What follows belongs to an exercise in optimizing a design on an open flow for small area; a production flow would make more cautious choices.
Where RTL was checked, it was by simulation tests only, not by an equivalence proof against the original.
No driver is modelled on the clock port, so clock power and skew are understated where the tree is cut down; a real chip needs a root buffer or a tree.

==> run a: inputs <==
==> flow/design.v <==
package bnn_spi_pkg;
  localparam logic [2:0] S_IDLE           = 3'd0;
  localparam logic [2:0] S_RX_CMD         = 3'd1;
  localparam logic [2:0] S_CMD_LATCH      = 3'd2;
  localparam logic [2:0] S_IMG_RX         = 3'd3;
  localparam logic [2:0] S_CMD_DISPATCH   = 3'd4;
  localparam logic [2:0] S_STATUS_READY   = 3'd5;
  localparam logic [2:0] S_WAIT_INFERENCE = 3'd6;
  localparam logic [2:0] S_CLEAR          = 3'd7;
endpackage
`timescale 1ns/1ps
module bnn_spi_top (
  input  logic       clk,
  input  logic       rst_n,
  input  logic       spi_sclk,
  input  logic       spi_mosi,
  input  logic       spi_cs_n,
  output logic [3:0] result_out,
  output logic       result_ready,
  output logic       status_ready,
  output logic       send_image,
  output logic [2:0] fsm_state
);
  function automatic logic [8:0] radd8(input logic [7:0] x, input logic [7:0] y);
    logic c;
    c = 1'b0;
    for (int i = 0; i < 8; i++) begin
      radd8[i] = x[i] ^ y[i] ^ c;
      c = (x[i] & y[i]) | (c & (x[i] ^ y[i]));
    end
    radd8[8] = c;
  endfunction
  logic       sclk_s1, sclk_s2, mosi_s1, mosi_s2, cs_s1, cs_s2;
  logic       sclk_prev;
  logic [2:0] bit_cnt;
  logic [7:0] shift_reg;
  logic       byte_rise;         
  always_ff @(posedge clk or negedge rst_n) begin
    if (!rst_n) begin
      sclk_s1 <= 1'b0;
      cs_s1   <= 1'b1;
      cs_s2   <= 1'b1;
    end else begin
      sclk_s1 <= spi_sclk;
      cs_s1   <= spi_cs_n;
      cs_s2   <= cs_s1;
    end
  end
  wire sclk_rise = sclk_s2 & ~sclk_prev;
  wire bit_in    = ~cs_s2 & sclk_rise;
  always_ff @(posedge clk) begin
    sclk_s2   <= sclk_s1;
    mosi_s1   <= spi_mosi;
    mosi_s2   <= mosi_s1;
    sclk_prev <= sclk_s2;
    byte_rise <= bit_in & (bit_cnt == 3'd7);
    if (cs_s2)       bit_cnt <= 3'd0;
    else if (bit_in) bit_cnt <= bit_cnt + 3'd1;
    if (bit_in) shift_reg <= {shift_reg[6:0], mosi_s2};
  end
  logic [2:0] state, next_state;
  logic       cs_prev;
  logic [9:0] cnt;               
  wire        cmd_status, cmd_image;
  logic [6:0] ptr;               
  wire cs_falling = ~cs_s2 & cs_prev;
  wire cs_rising  = cs_s2 & ~cs_prev;
  wire rx_active  = (state == bnn_spi_pkg::S_RX_CMD) || (state == bnn_spi_pkg::S_IMG_RX);
  wire in_wait    = (state == bnn_spi_pkg::S_WAIT_INFERENCE);
  wire in_clear   = (state == bnn_spi_pkg::S_CLEAR);
  wire timeout    = &cnt;
  wire buf_full   = (ptr == 7'd112);
  wire buf_empty  = (ptr == 7'd127);
  wire write      = (state == bnn_spi_pkg::S_IMG_RX) & byte_rise & ~buf_full;
  wire res_now    = in_wait & (cnt == 10'd116);
  wire [6:0] ptr_next = in_clear ? 7'd127 : ptr + {6'd0, write};
  always_ff @(posedge clk or negedge rst_n) begin
    if (!rst_n) begin
      state <= bnn_spi_pkg::S_IDLE;
      ptr   <= 7'd127;
    end else begin
      state <= next_state;
      ptr   <= ptr_next;
    end
  end
  always_ff @(posedge clk) begin
    cs_prev <= cs_s2;
    if (in_wait || (rx_active && !byte_rise)) cnt <= cnt + 10'd1;
    else if (state == bnn_spi_pkg::S_CMD_LATCH)
      cnt <= {8'd0, shift_reg == 8'hBF, shift_reg == 8'hFE};
    else cnt <= '0;
  end
  assign cmd_status = cnt[0];
  assign cmd_image  = cnt[1];
  always_comb begin
    next_state = state;
    case (state)
      bnn_spi_pkg::S_IDLE:           if (cs_falling) next_state = bnn_spi_pkg::S_RX_CMD;
      bnn_spi_pkg::S_RX_CMD: begin
        if (timeout) next_state = bnn_spi_pkg::S_IDLE;
        else if (byte_rise) next_state = bnn_spi_pkg::S_CMD_LATCH;
      end
      bnn_spi_pkg::S_CMD_LATCH:      next_state = bnn_spi_pkg::S_CMD_DISPATCH;
      bnn_spi_pkg::S_CMD_DISPATCH: begin
        if (cmd_image) next_state = bnn_spi_pkg::S_IMG_RX;
        else if (cmd_status) next_state = bnn_spi_pkg::S_STATUS_READY;
        else next_state = bnn_spi_pkg::S_IDLE;
      end
      bnn_spi_pkg::S_STATUS_READY:   next_state = bnn_spi_pkg::S_IDLE;
      bnn_spi_pkg::S_IMG_RX: begin
        if (buf_full) next_state = bnn_spi_pkg::S_WAIT_INFERENCE;
        else if (cs_rising || timeout) next_state = bnn_spi_pkg::S_CLEAR;
      end
      bnn_spi_pkg::S_WAIT_INFERENCE: if (result_ready) next_state = bnn_spi_pkg::S_CLEAR;
      default:                       if (buf_empty) next_state = bnn_spi_pkg::S_IDLE;
    endcase
  end
  always_ff @(posedge clk or negedge rst_n) begin
    if (!rst_n) begin
      status_ready <= 1'b0;
    end else begin
      if (state == bnn_spi_pkg::S_CMD_DISPATCH && !cmd_image && cmd_status) status_ready <= 1'b1;
      else if (cs_falling) status_ready <= 1'b0;
    end
  end
  assign send_image = state[1] & (state[0] | state[2]);
  assign fsm_state = state;
  logic [7:0] hold;              
  logic [3:0] cls;               
  logic [7:0] wgt;               
  logic [8:0] ring [10];
  logic       amax;              
  logic [3:0] best_class;
  wire        best_par;
  wire  [8:0] init_v;
  wire        par_v;
  localparam logic [59:0] CLS_TAB = {6'h07, 6'h03, 6'h01, 6'h04, 6'h03, 6'h06, 6'h01, 6'h05, 6'h0a, 6'h20};
  wire [5:0] cls_row = CLS_TAB[6*cls +: 6];
  wire [5:0] best_row = CLS_TAB[6*best_class +: 6];
  assign best_par = best_row[0];
  assign init_v = {4'd0, cls_row[5:1]};
  assign par_v  = cls_row[0];
  always_ff @(posedge clk) begin
    if (write) hold <= shift_reg;
  end
  always_ff @(posedge clk or negedge rst_n) begin
    if (!rst_n) cls <= 4'd0;
    else        cls <= (cls == 4'd9) ? 4'd0 : cls + 4'd1;
  end
  wire [4:0] step_k  = write ? {1'b0, cls} + 5'd17 : 5'd14;
  wire [8:0] step_a  = radd8({1'b0, ptr}, {3'd0, step_k});
  wire       wrap    = (cls == 4'd9);
  wire [7:0] add_x   = wrap ? {&ptr_next, ptr_next} : wgt;
  wire [7:0] add_y   = wrap ? {ptr_next, 1'b0} : {step_a[6:0], ~write};
  wire [8:0] wgt_nx  = radd8(add_x, add_y);
  always_ff @(posedge clk) begin
    wgt <= wgt_nx[7:0];
  end
  wire       cnt_lo   = ~|cnt[9:5];
  wire       cnt_lt10 = cnt_lo & ~cnt[4] & ~(cnt[3] & (cnt[2] | cnt[1]));
  wire       cnt_1x   = cnt_lo & (cnt[4] ? ~(cnt[3] | cnt[2]) : (cnt[3] & (cnt[2] | cnt[1])));
  wire       scoring  = ~buf_empty & cnt_lt10;
  wire [7:0] mask     = {{4{~buf_full & scoring}}, {4{scoring}}};
  wire [7:0] m        = hold & wgt & mask;
  wire       s0 = m[0] ^ m[1] ^ m[2], c0 = (m[0] & m[1]) | (m[2] & (m[0] ^ m[1]));
  wire       s1 = m[3] ^ m[4] ^ m[5], c1 = (m[3] & m[4]) | (m[5] & (m[3] ^ m[4]));
  wire       s2 = m[6] ^ m[7],        c2 = m[6] & m[7];
  wire       p0 = s0 ^ s1 ^ s2,       k1 = (s0 & s1) | (s2 & (s0 ^ s1));
  wire       t1 = c0 ^ c1 ^ c2,       k2 = (c0 & c1) | (c2 & (c0 ^ c1));
  wire       p1 = t1 ^ k1,            k3 = t1 & k1;
  wire       p2 = k2 ^ k3,            p3 = k2 & k3;
  wire [8:0] sum = radd8(ring[0][7:0], {4'd0, p3, p2, p1, p0});
  wire [8:0] acc = {ring[0][8] ^ sum[8], sum[7:0]};
  logic gt;
  always_comb begin
    gt = par_v & ~best_par;
    for (int i = 0; i < 9; i++)
      gt = (ring[0][i] & ~ring[9][i]) | (~(ring[0][i] ^ ring[9][i]) & gt);
  end
  wire       amax_start = in_wait & (cls == 4'd0) & cnt_1x;
  wire [8:0] tail = buf_empty       ? init_v :
                    (amax & ~gt)    ? ring[9] :
                    acc;
  always_ff @(posedge clk) begin
    for (int i = 0; i < 9; i++) ring[i] <= ring[i+1];
    ring[9] <= tail;
  end
  always_ff @(posedge clk) begin
    amax <= amax_start | (in_wait & amax & (cls != 4'd9));
    if (amax_start) best_class <= 4'd0;
    else if (amax & gt) best_class <= cls;
  end
  always_ff @(posedge clk or negedge rst_n) begin
    if (!rst_n) result_out <= '0;
    else if (res_now) result_out <= best_class;
  end
  assign result_ready = in_wait & (cnt == 10'd117);
endmodule
==> flow/flow/run.sh <==
#!/bin/bash
# Standard layout, except: the clock tree is a root buffer and a few
# clustered leaf buffers built by flow/cts_manual.tcl in place of TritonCTS's
# H-tree, and ports are buffered with buf_1.
set -euo pipefail
here=$(pwd)
export PRE_CTS_TCL=$here/flow/cts_manual.tcl
export CTS_NLEAF=5
export CTS_LEAF_CELL=sky130_fd_sc_hd__clkbuf_16
export CTS_ROOT_CELL=sky130_fd_sc_hd__clkbuf_16
export BUFFER_PORTS_ARGS="-buffer_cell sky130_fd_sc_hd__buf_1"
bash standard.sh > standard.log 2>&1
==> flow/flow/cts_manual.tcl <==
# Clock tree built here in place of TritonCTS's H-tree: the clock port
# drives one root buffer, which drives NLEAF leaf buffers, each driving one
# cluster of register clock pins (k-means on pin location with a cap on the
# cluster size). ORFS's cts.tcl sources this hook and then calls
# clock_tree_synthesis, redefined below to only propagate the clock; the
# rest of cts.tcl (placement legalisation, timing repair) runs as usual.
set nleaf [expr {[info exists ::env(CTS_NLEAF)] ? $::env(CTS_NLEAF) : 6}]
set leaf_cell [expr {[info exists ::env(CTS_LEAF_CELL)] ? $::env(CTS_LEAF_CELL) : "sky130_fd_sc_hd__clkbuf_16"}]
set root_cell [expr {[info exists ::env(CTS_ROOT_CELL)] ? $::env(CTS_ROOT_CELL) : "sky130_fd_sc_hd__clkbuf_16"}]
set block [ord::get_db_block]
set clk_net [$block findNet clk]
set sinks {}
foreach it [$clk_net getITerms] {
  set bb [[$it getInst] getBBox]
  lappend sinks [list $it [expr {([$bb xMin] + [$bb xMax]) / 2.0}] [expr {([$bb yMin] + [$bb yMax]) / 2.0}]]
}
set n [llength $sinks]
set cap [expr {int(ceil(double($n) / $nleaf))}]
puts "manual cts: $n sinks, $nleaf leaf buffers of at most $cap sinks"
set sorted [lsort -real -index 1 $sinks]
set cx {}; set cy {}
for {set k 0} {$k < $nleaf} {incr k} {
  set s [lindex $sorted [expr {int(($k + 0.5) * $n / $nleaf)}]]
  lappend cx [lindex $s 1]; lappend cy [lindex $s 2]
}
for {set iter 0} {$iter < 40} {incr iter} {
  # order sinks by how much they lose if not given their nearest centre
  set order {}
  set idx 0
  foreach s $sinks {
    set ds {}
    for {set k 0} {$k < $nleaf} {incr k} {
      lappend ds [list $k [expr {abs([lindex $s 1] - [lindex $cx $k]) + abs([lindex $s 2] - [lindex $cy $k])}]]
    }
    set ds [lsort -real -index 1 $ds]
    set regret [expr {[lindex $ds 1 1] - [lindex $ds 0 1]}]
    lappend order [list $idx $regret $ds]
    incr idx
  }
  set order [lsort -real -decreasing -index 1 $order]
  for {set k 0} {$k < $nleaf} {incr k} { set cnt($k) 0; set sx($k) 0.0; set sy($k) 0.0 }
  foreach o $order {
    set i [lindex $o 0]
    foreach kd [lindex $o 2] {
      set k [lindex $kd 0]
      if {$cnt($k) < $cap} { break }
    }
    set asg($i) $k
    incr cnt($k)
    set s [lindex $sinks $i]
    set sx($k) [expr {$sx($k) + [lindex $s 1]}]
    set sy($k) [expr {$sy($k) + [lindex $s 2]}]
  }
  set cx {}; set cy {}
  for {set k 0} {$k < $nleaf} {incr k} {
    lappend cx [expr {$sx($k) / max($cnt($k), 1)}]
    lappend cy [expr {$sy($k) / max($cnt($k), 1)}]
  }
}
set db [ord::get_db]
if {$root_cell eq "none"} {
  set root_net $clk_net
} else {
  set root [odb::dbInst_create $block [$db findMaster $root_cell] "clkbuf_manual_root"]
  set rx 0.0; set ry 0.0
  for {set k 0} {$k < $nleaf} {incr k} { set rx [expr {$rx + [lindex $cx $k]}]; set ry [expr {$ry + [lindex $cy $k]}] }
  $root setLocation [expr {int($rx / $nleaf)}] [expr {int($ry / $nleaf)}]
  $root setPlacementStatus PLACED
  set root_net [odb::dbNet_create $block "clknet_manual_root"]
  $root_net setSigType CLOCK
  [$root findITerm A] connect $clk_net
  [$root findITerm X] connect $root_net
}
for {set k 0} {$k < $nleaf} {incr k} {
  set inst [odb::dbInst_create $block [$db findMaster $leaf_cell] "clkbuf_manual_$k"]
  $inst setLocation [expr {int([lindex $cx $k])}] [expr {int([lindex $cy $k])}]
  $inst setPlacementStatus PLACED
  set net [odb::dbNet_create $block "clknet_manual_$k"]
  $net setSigType CLOCK
  [$inst findITerm A] connect $root_net
  [$inst findITerm X] connect $net
  set leafnet($k) $net
  puts "manual cts: leaf $k at [lindex $cx $k] [lindex $cy $k], $cnt($k) sinks"
}
set i 0
foreach s $sinks {
  set it [lindex $s 0]
  $it disconnect
  $it connect $leafnet($asg($i))
  incr i
}
$clk_net setSigType CLOCK
proc clock_tree_synthesis {args} {
  puts "manual cts: clock_tree_synthesis $args replaced by the tree above"
  set_propagated_clock [all_clocks]
}
==> flow/standard.sh <==
#!/bin/bash
# synth_recipe.tcl (not shown) runs the flow's synth.tcl, then flattens the netlist and writes it again
# the make line also repeats each setting of config.mk as NAME=value (left out here)
make -C /OpenROAD-flow-scripts/flow DESIGN_CONFIG=/design/flow/config.mk WORK_HOME=/design/flow/orfs CLKGATE_MAP_FILE= SYNTH_SCRIPT=/design/flow/synth_recipe.tcl "${@:-finish}"
==> flow/config.mk <==
export PLATFORM = sky130hd
export DESIGN_NAME = bnn_spi_top
export DESIGN_NICKNAME = bnn_spi_top
export VERILOG_FILES = /design/flow/design.v
export SDC_FILE = /design/flow/constraint.sdc
export NUM_CORES = 4
export LEC_CHECK = 0
export CAP_MARGIN = 20
export CORE_MARGIN = 2
export CORE_UTILIZATION = 70
export SLEW_MARGIN = 20
==> flow/constraint.sdc <==
create_clock -name core_clock -period 20.0 [get_ports {clk}]
set_input_delay 4.0000 -clock core_clock [delete_from_list [all_inputs] [get_ports {clk}]]
set_output_delay 4.0000 -clock core_clock [all_outputs]
set_load 0.01 [all_outputs]
==> run b (differences from run a) <==
--- a/flow/design.v
+++ b/flow/design.v
@@ -75,11 +75,10 @@
   wire res_now    = in_wait & (cnt == 10'd116);
-  wire [6:0] ptr_next = in_clear ? 7'd127 : ptr + {6'd0, write};
-  always_ff @(posedge clk or negedge rst_n) begin
-    if (!rst_n) begin
-      state <= bnn_spi_pkg::S_IDLE;
-      ptr   <= 7'd127;
-    end else begin
-      state <= next_state;
-      ptr   <= ptr_next;
-    end
+  wire       in_idle  = (state == bnn_spi_pkg::S_IDLE);
+  wire [6:0] ptr_next = (in_clear | in_idle) ? 7'd127 : ptr + {6'd0, write};
+  always_ff @(posedge clk or negedge rst_n) begin
+    if (!rst_n) state <= bnn_spi_pkg::S_IDLE;
+    else        state <= next_state;
+  end
+  always_ff @(posedge clk) begin
+    ptr <= ptr_next;
   end
@@ -149,9 +148,15 @@
   end
-  wire [4:0] step_k  = write ? {1'b0, cls} + 5'd17 : 5'd14;
-  wire [8:0] step_a  = radd8({1'b0, ptr}, {3'd0, step_k});
+  logic      lag;
+  wire [6:0] a14     = ptr + 7'd14;
   wire       wrap    = (cls == 4'd9);
   wire [7:0] add_x   = wrap ? {&ptr_next, ptr_next} : wgt;
-  wire [7:0] add_y   = wrap ? {ptr_next, 1'b0} : {step_a[6:0], ~write};
+  wire [7:0] add_y   = wrap  ? {ptr_next, 1'b0} :
+                       write ? {3'd0, cls + 4'd1, 1'b1} :
+                       lag   ? {a14[5:0], 2'b10} :
+                               {a14, 1'b1};
   wire [8:0] wgt_nx  = radd8(add_x, add_y);
   always_ff @(posedge clk) begin
+    lag <= write & ~wrap;
+  end
+  always_ff @(posedge clk) begin
     wgt <= wgt_nx[7:0];
@@ -159,5 +164,5 @@
   wire       cnt_lo   = ~|cnt[9:5];
-  wire       cnt_lt10 = cnt_lo & ~cnt[4] & ~(cnt[3] & (cnt[2] | cnt[1]));
-  wire       cnt_1x   = cnt_lo & (cnt[4] ? ~(cnt[3] | cnt[2]) : (cnt[3] & (cnt[2] | cnt[1])));
-  wire       scoring  = ~buf_empty & cnt_lt10;
+  wire       cnt_win  = cnt_lo & ~cnt[4] & (|cnt[3:0]) & ~(cnt[3] & (cnt[2] | (cnt[1] & cnt[0])));
+  wire       cnt_1x   = cnt_lo & cnt[4] & (cnt[3] | (cnt[2] & cnt[1]));
+  wire       scoring  = ~buf_empty & cnt_win;
   wire [7:0] mask     = {{4{~buf_full & scoring}}, {4{scoring}}};
==> flow/flow/run.sh (replaced) <==
#!/bin/bash
# Standard layout, except:
#  - after the floorplan, the combinational logic is re-mapped for area by
#    OpenROAD's restructure (flow/restructure.tcl);
#  - the clock tree is a root buffer and a few clustered leaf buffers built
#    by flow/cts_manual.tcl in place of TritonCTS's H-tree;
#  - ports are buffered with buf_1.
# Each tool's output goes to the ORFS logs under orfs/logs, and make's own
# output to standard.log.
set -euo pipefail
here=$(pwd)
export POST_FLOORPLAN_TCL=$here/flow/restructure.tcl
export PRE_CTS_TCL=$here/flow/cts_manual.tcl
export CTS_NLEAF=6
export CTS_LEAF_CELL=sky130_fd_sc_hd__inv_8
export CTS_ROOT_CELL=sky130_fd_sc_hd__inv_8
export BUFFER_PORTS_ARGS="-buffer_cell sky130_fd_sc_hd__buf_1"
bash standard.sh > standard.log 2>&1
--- a/flow/flow/cts_manual.tcl
+++ b/flow/flow/cts_manual.tcl
@@ -1,3 +1,4 @@
 # Clock tree built here in place of TritonCTS's H-tree: the clock port
-# drives one root buffer, which drives NLEAF leaf buffers, each driving one
+# drives one root buffer (or inverter), which drives NLEAF leaf buffers (or
+# inverters), each driving one
 # cluster of register clock pins (k-means on pin location with a cap on the
@@ -60,2 +61,9 @@
 set db [ord::get_db]
+# Buffers drive X, inverters Y; with inverters both levels invert, so the
+# registers still see the clock's own polarity.
+proc out_iterm {inst} {
+  set it [$inst findITerm X]
+  if {$it eq "NULL" || $it eq ""} { set it [$inst findITerm Y] }
+  return $it
+}
 if {$root_cell eq "none"} {
@@ -71,3 +79,3 @@
   [$root findITerm A] connect $clk_net
-  [$root findITerm X] connect $root_net
+  [out_iterm $root] connect $root_net
 }
@@ -80,3 +88,3 @@
   [$inst findITerm A] connect $root_net
-  [$inst findITerm X] connect $net
+  [out_iterm $inst] connect $net
   set leafnet($k) $net
@@ -92,2 +100,7 @@
 $clk_net setSigType CLOCK
+# cts.tcl would next clone clock inverters next to each register load, which
+# would undo an inverter tree; the tree above needs no such repair.
+proc repair_clock_inverters {args} {
+  puts "manual cts: repair_clock_inverters $args skipped"
+}
 proc clock_tree_synthesis {args} {
==> flow/flow/lib_filter.py (new file) <==
#!/usr/bin/env python3
"""Copy a liberty file without the cells whose names match the given glob
patterns (the platform's don't-use list), so that a tool that reads the
file itself cannot pick them."""
import fnmatch
import sys

src, dst = sys.argv[1], sys.argv[2]
patterns = sys.argv[3:]
text = open(src).read()
out = []
i = 0
n = len(text)
dropped = 0
while True:
    j = text.find('cell (', i)
    k = text.find('cell(', i)
    if j < 0 or (0 <= k < j):
        j = k
    if j < 0:
        out.append(text[i:])
        break
    # name between the parentheses
    p0 = text.index('(', j)
    p1 = text.index(')', p0)
    name = text[p0 + 1:p1].strip().strip('"')
    b = text.index('{', p1)
    depth = 0
    e = b
    while True:
        c = text[e]
        if c == '{':
            depth += 1
        elif c == '}':
            depth -= 1
            if depth == 0:
                break
        e += 1
    if any(fnmatch.fnmatch(name, pat) for pat in patterns):
        out.append(text[i:j])
        dropped += 1
    else:
        out.append(text[i:e + 1])
    i = e + 1
open(dst, 'w').write(''.join(out))
print(f"lib_filter: dropped {dropped} cells")
==> flow/flow/restructure.tcl (new file) <==
# Area recovery on the synthesised netlist: OpenROAD's restructure re-maps
# the combinational logic between registers with ABC for area. Registers,
# ports and the floorplan made by ORFS are left as they are. restructure
# reads the liberty file itself, so it gets a copy without the platform's
# don't-use cells.
set rmp_dir $::env(RESULTS_DIR)/rmp
file mkdir $rmp_dir
set flow_dir [file dirname [info script]]
set lib_ok $rmp_dir/lib_no_dont_use.lib
set patterns [concat $::env(DONT_USE_CELLS) {sky130_fd_sc_hd__lpflow_* sky130_fd_sc_hd__probe*}]
puts [exec python3 $flow_dir/lib_filter.py [lindex $::env(LIB_FILES) 0] $lib_ok {*}$patterns]
puts "restructure: design area before"
report_design_area
restructure -target area \
  -liberty_file $lib_ok \
  -tielo_port sky130_fd_sc_hd__conb_1/LO \
  -tiehi_port sky130_fd_sc_hd__conb_1/HI \
  -work_dir $rmp_dir
puts "restructure: design area after"
report_design_area
--- a/flow/config.mk
+++ b/flow/config.mk
@@ -9,3 +9,3 @@
 export CORE_MARGIN = 2
-export CORE_UTILIZATION = 70
+export CORE_UTILIZATION = 40
 export SLEW_MARGIN = 20
==> run c (differences from run a) <==
--- a/flow/design.v
+++ b/flow/design.v
@@ -133,3 +133,3 @@
   logic [3:0] best_class;
-  wire        best_par;
+  logic       best_par;
   wire  [8:0] init_v;
@@ -138,4 +138,2 @@
   wire [5:0] cls_row = CLS_TAB[6*cls +: 6];
-  wire [5:0] best_row = CLS_TAB[6*best_class +: 6];
-  assign best_par = best_row[0];
   assign init_v = {4'd0, cls_row[5:1]};
@@ -145,5 +143,4 @@
   end
-  always_ff @(posedge clk or negedge rst_n) begin
-    if (!rst_n) cls <= 4'd0;
-    else        cls <= (cls == 4'd9) ? 4'd0 : cls + 4'd1;
+  always_ff @(posedge clk) begin
+    cls <= (cls == 4'd9) ? 4'd0 : cls + 4'd1;
   end
@@ -151,8 +148,7 @@
   wire [8:0] step_a  = radd8({1'b0, ptr}, {3'd0, step_k});
-  wire       wrap    = (cls == 4'd9);
-  wire [7:0] add_x   = wrap ? {&ptr_next, ptr_next} : wgt;
-  wire [7:0] add_y   = wrap ? {ptr_next, 1'b0} : {step_a[6:0], ~write};
-  wire [8:0] wgt_nx  = radd8(add_x, add_y);
+  wire [7:0] step_w  = {step_a[6:0], ~write};
+  wire [8:0] base_w  = radd8({1'b0, ptr_next}, {ptr_next, 1'b0});
+  wire [8:0] wgt_inc = radd8(wgt, step_w);
   always_ff @(posedge clk) begin
-    wgt <= wgt_nx[7:0];
+    wgt <= (cls == 4'd9) ? {base_w[7] ^ (&ptr_next), base_w[6:0]} : wgt_inc[7:0];
   end
@@ -189,4 +185,9 @@
     amax <= amax_start | (in_wait & amax & (cls != 4'd9));
-    if (amax_start) best_class <= 4'd0;
-    else if (amax & gt) best_class <= cls;
+    if (amax_start) begin
+      best_class <= 4'd0;
+      best_par   <= 1'b0;
+    end else if (amax & gt) begin
+      best_class <= cls;
+      best_par   <= par_v;
+    end
   end
--- a/flow/flow/run.sh
+++ b/flow/flow/run.sh
@@ -7,5 +7,5 @@
 export PRE_CTS_TCL=$here/flow/cts_manual.tcl
-export CTS_NLEAF=5
-export CTS_LEAF_CELL=sky130_fd_sc_hd__clkbuf_16
-export CTS_ROOT_CELL=sky130_fd_sc_hd__clkbuf_16
+export CTS_NLEAF=8
+export CTS_LEAF_CELL=sky130_fd_sc_hd__clkbuf_8
+export CTS_ROOT_CELL=sky130_fd_sc_hd__clkbuf_8
 export BUFFER_PORTS_ARGS="-buffer_cell sky130_fd_sc_hd__buf_1"
--- a/flow/flow/cts_manual.tcl
+++ b/flow/flow/cts_manual.tcl
@@ -60,15 +60,11 @@
 set db [ord::get_db]
-if {$root_cell eq "none"} {
-  set root_net $clk_net
-} else {
-  set root [odb::dbInst_create $block [$db findMaster $root_cell] "clkbuf_manual_root"]
-  set rx 0.0; set ry 0.0
-  for {set k 0} {$k < $nleaf} {incr k} { set rx [expr {$rx + [lindex $cx $k]}]; set ry [expr {$ry + [lindex $cy $k]}] }
-  $root setLocation [expr {int($rx / $nleaf)}] [expr {int($ry / $nleaf)}]
-  $root setPlacementStatus PLACED
-  set root_net [odb::dbNet_create $block "clknet_manual_root"]
-  $root_net setSigType CLOCK
-  [$root findITerm A] connect $clk_net
-  [$root findITerm X] connect $root_net
-}
+set root [odb::dbInst_create $block [$db findMaster $root_cell] "clkbuf_manual_root"]
+set rx 0.0; set ry 0.0
+for {set k 0} {$k < $nleaf} {incr k} { set rx [expr {$rx + [lindex $cx $k]}]; set ry [expr {$ry + [lindex $cy $k]}] }
+$root setLocation [expr {int($rx / $nleaf)}] [expr {int($ry / $nleaf)}]
+$root setPlacementStatus PLACED
+set root_net [odb::dbNet_create $block "clknet_manual_root"]
+$root_net setSigType CLOCK
+[$root findITerm A] connect $clk_net
+[$root findITerm X] connect $root_net
 for {set k 0} {$k < $nleaf} {incr k} {
--- a/flow/config.mk
+++ b/flow/config.mk
@@ -9,3 +9,3 @@
 export CORE_MARGIN = 2
-export CORE_UTILIZATION = 70
+export CORE_UTILIZATION = 40
 export SLEW_MARGIN = 20
==> impl_metrics.json <==
{
  "syn_area_per_cell_um2": 11.39,
  "powerSeq_uw": 344,
  "drt_wl_total_mm": 9.860,
  "synth_simple_gate_area_share_pct": 13.79,
  "dp.cells": 731,
  "outcome": "finished clean",
  "wl_met2_mm": 4.543,
  "n_sequential_cell": 161,
  "synth.mux.area_fraction_pct": 2.151,
  "cp-startpoint": "state[1]"
}
# the run above: run b

==> impl_metrics.json <==
{
  "yosys-top-cells-count": "122 x dfxtp_1, 43 x inv_1, 40 x nand2_1, 35 x ha_1, 26 x nor2_1",
  "powerSeq_uw": 443,
  "dp.cells": 690,
  "critPathMaxStageDelay_ns": 0.40,
  "n_sequential_cell": 161,
  "wl_met2_mm": 4.658,
  "fin_area_mm2": 0.006416,
  "outcome": "finished clean",
  "synth_simple_gate_area_share_pct": 12.33,
  "syn_area_per_cell_um2": 12.04
}
# the run above: run c

==> impl_metrics.json <==
{
  "outcome": "finished clean",
  "powerSeq_uw": 440,
  "synth.mux.area_fraction_pct": 2.973,
  "dp.cells": 612,
  "n_sequential_cell": 160,
  "netlist_top_cells_area": "dfxtp_1 39%, edfxtp_1 11%, ha_1 6.7%, fa_1 5.7%, dfrtp_1 5.5%",
  "die_w_um": 96.07,
  "cp-startpoint": "state[2]",
  "syn_area_per_cell_um2": 11.73
}
# the run above: run a

The RTL of run c was laid out without a check of its function. In every run of this note, the design's own scripts or RTL, not TritonCTS, make the clock network.

port drivers added, routing unchanged:
In the flow no input, the clock included, has a driving cell. The finished layouts below were timed again as built, in two steps.
Step 1: set_driving_cell puts a clkbuf_16 on clk and a buf_2 on each other input, an assumption about the parent block.
Step 2 adds t to the input delays and takes it off the output delays; t is the mean of the earliest and latest rising clock arrival at the registers after step 1. Input paths then give back, and output paths get back, about the clock's delay inside the block.
a / b / c = ideal / step 1 / step 2; a / b = the first two.
| run | t, ns | setup WS [ns] | pins driven straight from the clock port |
|---|---|---|---|
| run a | 0.388 | 13.717 / 13.680 / 14.067 | 1 |
| run b | 0.255 | 13.712 / 13.660 / 13.915 | 1 |
| run c | 0.442 | 14.150 / 14.112 / 14.554 | 1 |
After both steps setup and hold are still met in every run listed.
